What follows belongs to an exercise in optimizing a design on an open flow for small area, a short achievable clock period and few clock cycles per item; a production flow would make more cautious choices.
In this exercise RTL edits were held to simulation tests only and were not proved equivalent to the original.

Design samplerz_top, start of the top module:
module samplerz_top (
  input  logic          clk,
  input  logic          rst_i,
  input  logic          din_val_i,
  input  logic [31:0]   mu_i,         
  input  logic [15:0]   inv_sigma_sqr_div_2_i,
  input  logic          rand_val_i,
  input  logic [161:0]  rand_i,       
  output logic          ready_o,
  output logic          request_rand_o,
  output logic          dout_val_o,
  output logic [15:0]   w_o
);
Settings: LEC_CHECK=0, ABC_AREA=1, CAP_MARGIN=20, CORE_MARGIN=2, CORE_UTILIZATION=40, SETUP_SLACK_MARGIN=5, SLEW_MARGIN=20; clock period 14.0 ns.
standard.sh (not shown) runs the stock make flow with config.mk's settings and CLKGATE_MAP_FILE= SYNTH_SCRIPT=/design/flow/synth_recipe.tcl, a recipe that flattens the netlist after the stock synthesis.
==> flow/flow/run.sh <==
#!/bin/bash
set -euo pipefail
bash standard.sh SETUP_SLACK_MARGIN=8 finish > flow_make.log 2>&1
The baseline finished clean.
Testbench counts at the start, summed over its fixed seeds: cycles 83,315, samples 12,000.
==> next run, changes <==
==> flow/flow/run.sh (replaced) <==
#!/bin/bash
set -euo pipefail
bash standard.sh SETUP_SLACK_MARGIN=10 finish > flow_make.log 2>&1
- ABC_AREA: 1 -> default
- CAP_MARGIN: 20 -> 40
- SLEW_MARGIN: 20 -> 60
Global-route usage went up by 0.72 points.
Critical path depth went up by 4.
Die area went down by 1.8%.
Maximum frequency went down by 6.0%.
Final area went up by about 4.6%.

---

## build 97
samplerz_top again, from the RTL that the note above started with.
Settings: LEC_CHECK=0, ABC_AREA=1, CAP_MARGIN=40, CORE_MARGIN=2, CORE_UTILIZATION=55, SETUP_SLACK_MARGIN=5, SLEW_MARGIN=60; clock period 14.0 ns.
==> flow/flow/run.sh <==
#!/bin/bash
set -euo pipefail
bash standard.sh SETUP_SLACK_MARGIN=8 finish > flow_make.log 2>&1
Testbench counts of build 97, summed over its fixed seeds: cycles 83,315, samples 12,000.
Here is what was changed in the inputs of build 28 compared with build 97.
Settings: swapping 55 for 40 in CORE_UTILIZATION.
## What came out
- Total die area (lower): build 97
- Comparing multi-input combinational area share for build 97 and build 28, the bigger number came from build 97.
- On build 28: critical path depth is 4 lower than what build 97 gave.
- Re first-pass GRT wire length: build 97 and build 28 aren't equal, and the higher value belongs to build 28.
- On build 28: area overhead of the layout relative to synthesis is 3.1 points higher than what build 97 gave.
Setup changes, build 28 to build 42
==> flow/flow/run.sh <==
#!/bin/bash
set -euo pipefail
bash standard.sh SETUP_SLACK_MARGIN=7 finish > flow_make.log 2>&1
- Delta (build 42 minus build 28): total clock buffers created by CTS held, final-layout worst hold slack neither gained nor lost much.
- Build 28 vs build 42, type of the worst setup path: input port to flop vs flop to flop
- In build 42, the maximum frequency came out 10% below the value in build 28.
- Of build 28 and build 42, build 42 shows the lower slack of the critical path, with build 28 above it.
- Build 42 vs build 28 — average wire per standard cell dropped by a few percent
- Re wire length: build 42 is 4.5% down on build 28.
- Build 28 → build 42: final standard cell area without fillers saw a decrease.
- Build 42 ends up with higher fraction of area in multi-input gates than build 28 does.
Changes in build 79 relative to build 42:
==> flow/flow/run.sh <==
#!/bin/bash
set -euo pipefail
bash standard.sh SETUP_SLACK_MARGIN=9 finish > flow_make.log 2>&1
[summary]
The capturing instance or port of the critical path comes out opb_q[15] in one run and sr_q[31] in the other, namely in build 79 and build 42 respectively.
Build 42 was routed with fewer vias than build 79.
Summary of build 79 over build 42: met1 usage rose 2.5 points.
Worst hold margin up 0.0072 ns in build 79 wrt build 42
Routed wire length in build 79 vs build 42: up about 16%

---

== rev 12 ==
samplerz_top again, from the RTL that the note above started with.
// samplerz_top
module samplerz_top (
  input  logic          clk,
  input  logic          rst_i,
  input  logic          din_val_i,
  input  logic [31:0]   mu_i,         
  input  logic [15:0]   inv_sigma_sqr_div_2_i,
  input  logic          rand_val_i,
  input  logic [161:0]  rand_i,       
  output logic          ready_o,
  output logic          request_rand_o,
  output logic          dout_val_o,
  output logic [15:0]   w_o
);
  logic din_acc, deliv, pre1, pre2, pre3, shift;
  samplerz_pkg::frac_t  r_q;
  samplerz_pkg::scale_t inv_s_q;
  samplerz_pkg::z_t     floor_mu_q;
  always_ff @(posedge clk) begin
    if (din_acc) begin
      floor_mu_q <= mu_i[31:16];
      r_q        <= mu_i[15:0];
      inv_s_q    <= inv_sigma_sqr_div_2_i;
    end
  end
  logic [15:0] opa_q, opb_q;
  logic [31:0] prod;
  logic [31:0] sr_q, sr2_q;
  always_ff @(posedge clk) begin
    opa_q <= din_acc ? mu_i[15:0] : inv_s_q;
    opb_q <= din_acc ? mu_i[15:0] : pre1 ? prod[31:16] : r_q;
  end
  samplerz_mul i_samplerz_mul (
    .a_i (opa_q),
    .b_i (opb_q),
    .p_o (prod)
  );
  always_ff @(posedge clk) begin
    if (pre2) sr2_q <= prod;
    if (pre3) sr_q  <= prod;
  end
  logic [4:0] z0_c [2];
  logic [4:0] cnt_c [2];
  for (genvar g = 0; g < 2; g++) begin : g_lane
    base_sampler i_base_sampler (
      .rand72_i (rand_i[g*81+9 +: 72]),
      .z0_o     (z0_c[g])
    );
    ber_exp i_ber_exp (
      .rand8_i (rand_i[g*81+1 +: 8]),
      .cnt_o   (cnt_c[g])
    );
  end
  logic [8:0]  usq_c [2];
  logic [5:0]  nz_c [2];
  logic [23:0] dig_c [2];
  for (genvar g = 0; g < 2; g++) begin : g_lane_val
    assign usq_c[g] = samplerz_pkg::ZSQ_TABLE({rand_i[g*81], z0_c[g]});
    assign nz_c[g]  = {rand_i[g*81], z0_c[g] ^ {5{rand_i[g*81]}}};   
    assign dig_c[g] = samplerz_pkg::LANE_DIGITS(usq_c[g], nz_c[g]);
  end
  logic [23:0] dig_0_q, dig_1_q;
  logic [5:0] nz_0_q, nz_1_q;
  logic [4:0] cnt_0_q, cnt_1_q;
  always_ff @(posedge clk) begin
    if (deliv) begin
      dig_0_q <= dig_c[0];
      nz_0_q  <= nz_c[0];
  ...
Settings: LEC_CHECK=0, CAP_MARGIN=40, CORE_MARGIN=2, CORE_UTILIZATION=40, SETUP_SLACK_MARGIN=5, SLEW_MARGIN=60; clock period 14.0 ns.
==> flow/flow/run.sh <==
#!/bin/bash
set -euo pipefail
bash standard.sh SETUP_SLACK_MARGIN=8 finish > flow_make.log 2>&1
Rev 12 did not stop at any stage, and its layout met the timing, design-rule and antenna checks.
Testbench counts of rev 12, summed over its fixed seeds: cycles 83,315, samples 12,000.
The following lists how rev 13 was set up differently from rev 12:
==> flow/run.sh (new file) <==
#!/bin/bash
# synth_recipe.tcl (not shown) runs the flow's synth.tcl, then flattens the netlist and writes it again
# the make line also repeats each setting of config.mk as NAME=value (left out here)
make -C /OpenROAD-flow-scripts/flow DESIGN_CONFIG=/design/flow/config.mk WORK_HOME=/design/flow/orfs CLKGATE_MAP_FILE= SYNTH_SCRIPT=/design/flow/synth_recipe.tcl finish
removed: flow/flow/run.sh
removed: flow/standard.sh
==> run notes <==
Compared with rev 12, in rev 13 count of clock-buffer cells in the layout shows an increase of 2, setup clock skew after layout shows a reduction of 0.010 ns. Slowest library cell on the worst path: dfxtp_1 -> rev 13, fa_1 -> rev 12.

## what the ideal ports hide
In the flow no input, the clock included, has a driving cell. The finished layouts below were timed again as built, in two steps.
Step 1, drivers: a clkbuf_16 drives clk and a buf_2 each remaining input, both assumed.
Step 2 also shifts input and output timing later by t, the mid clock arrival at the registers, as if the neighbouring blocks saw the same clock.
Slacks: ideal / step 1 / step 2; pairs: ideal / step 1.
run | t (ns) | setup WS [ns] | worst setup path at the end | pins driven straight from the clock port
the first run of note 1 | 0.621 | 8.095 / 8.136 / 7.515 | input to register | 1
the second run of note 1 | 0.656 | 7.718 / 7.718 / 7.385 | input to register | 1
build 97 | 0.608 | 8.041 / 8.041 / 7.549 | input to register | 1
build 28 | 0.613 | 8.127 / 8.163 / 7.550 | input to register | 1
build 42 | 0.611 | 7.455 / 7.455 / 7.183 | input to register | 1
build 79 | 0.617 | 8.216 / 8.216 / 8.216 | register to register | 1
rev 12 | 0.627 | 7.548 / 7.548 / 7.293 | input to register | 1
rev 13 | 0.660 | 6.610 / 6.610 / 6.329 | input to register | 1
After both steps every run listed still meets setup and hold. The setup slack of the first run of note 1, which loses most, moves by +0.041 ns with the drivers and by -0.580 ns with both steps.
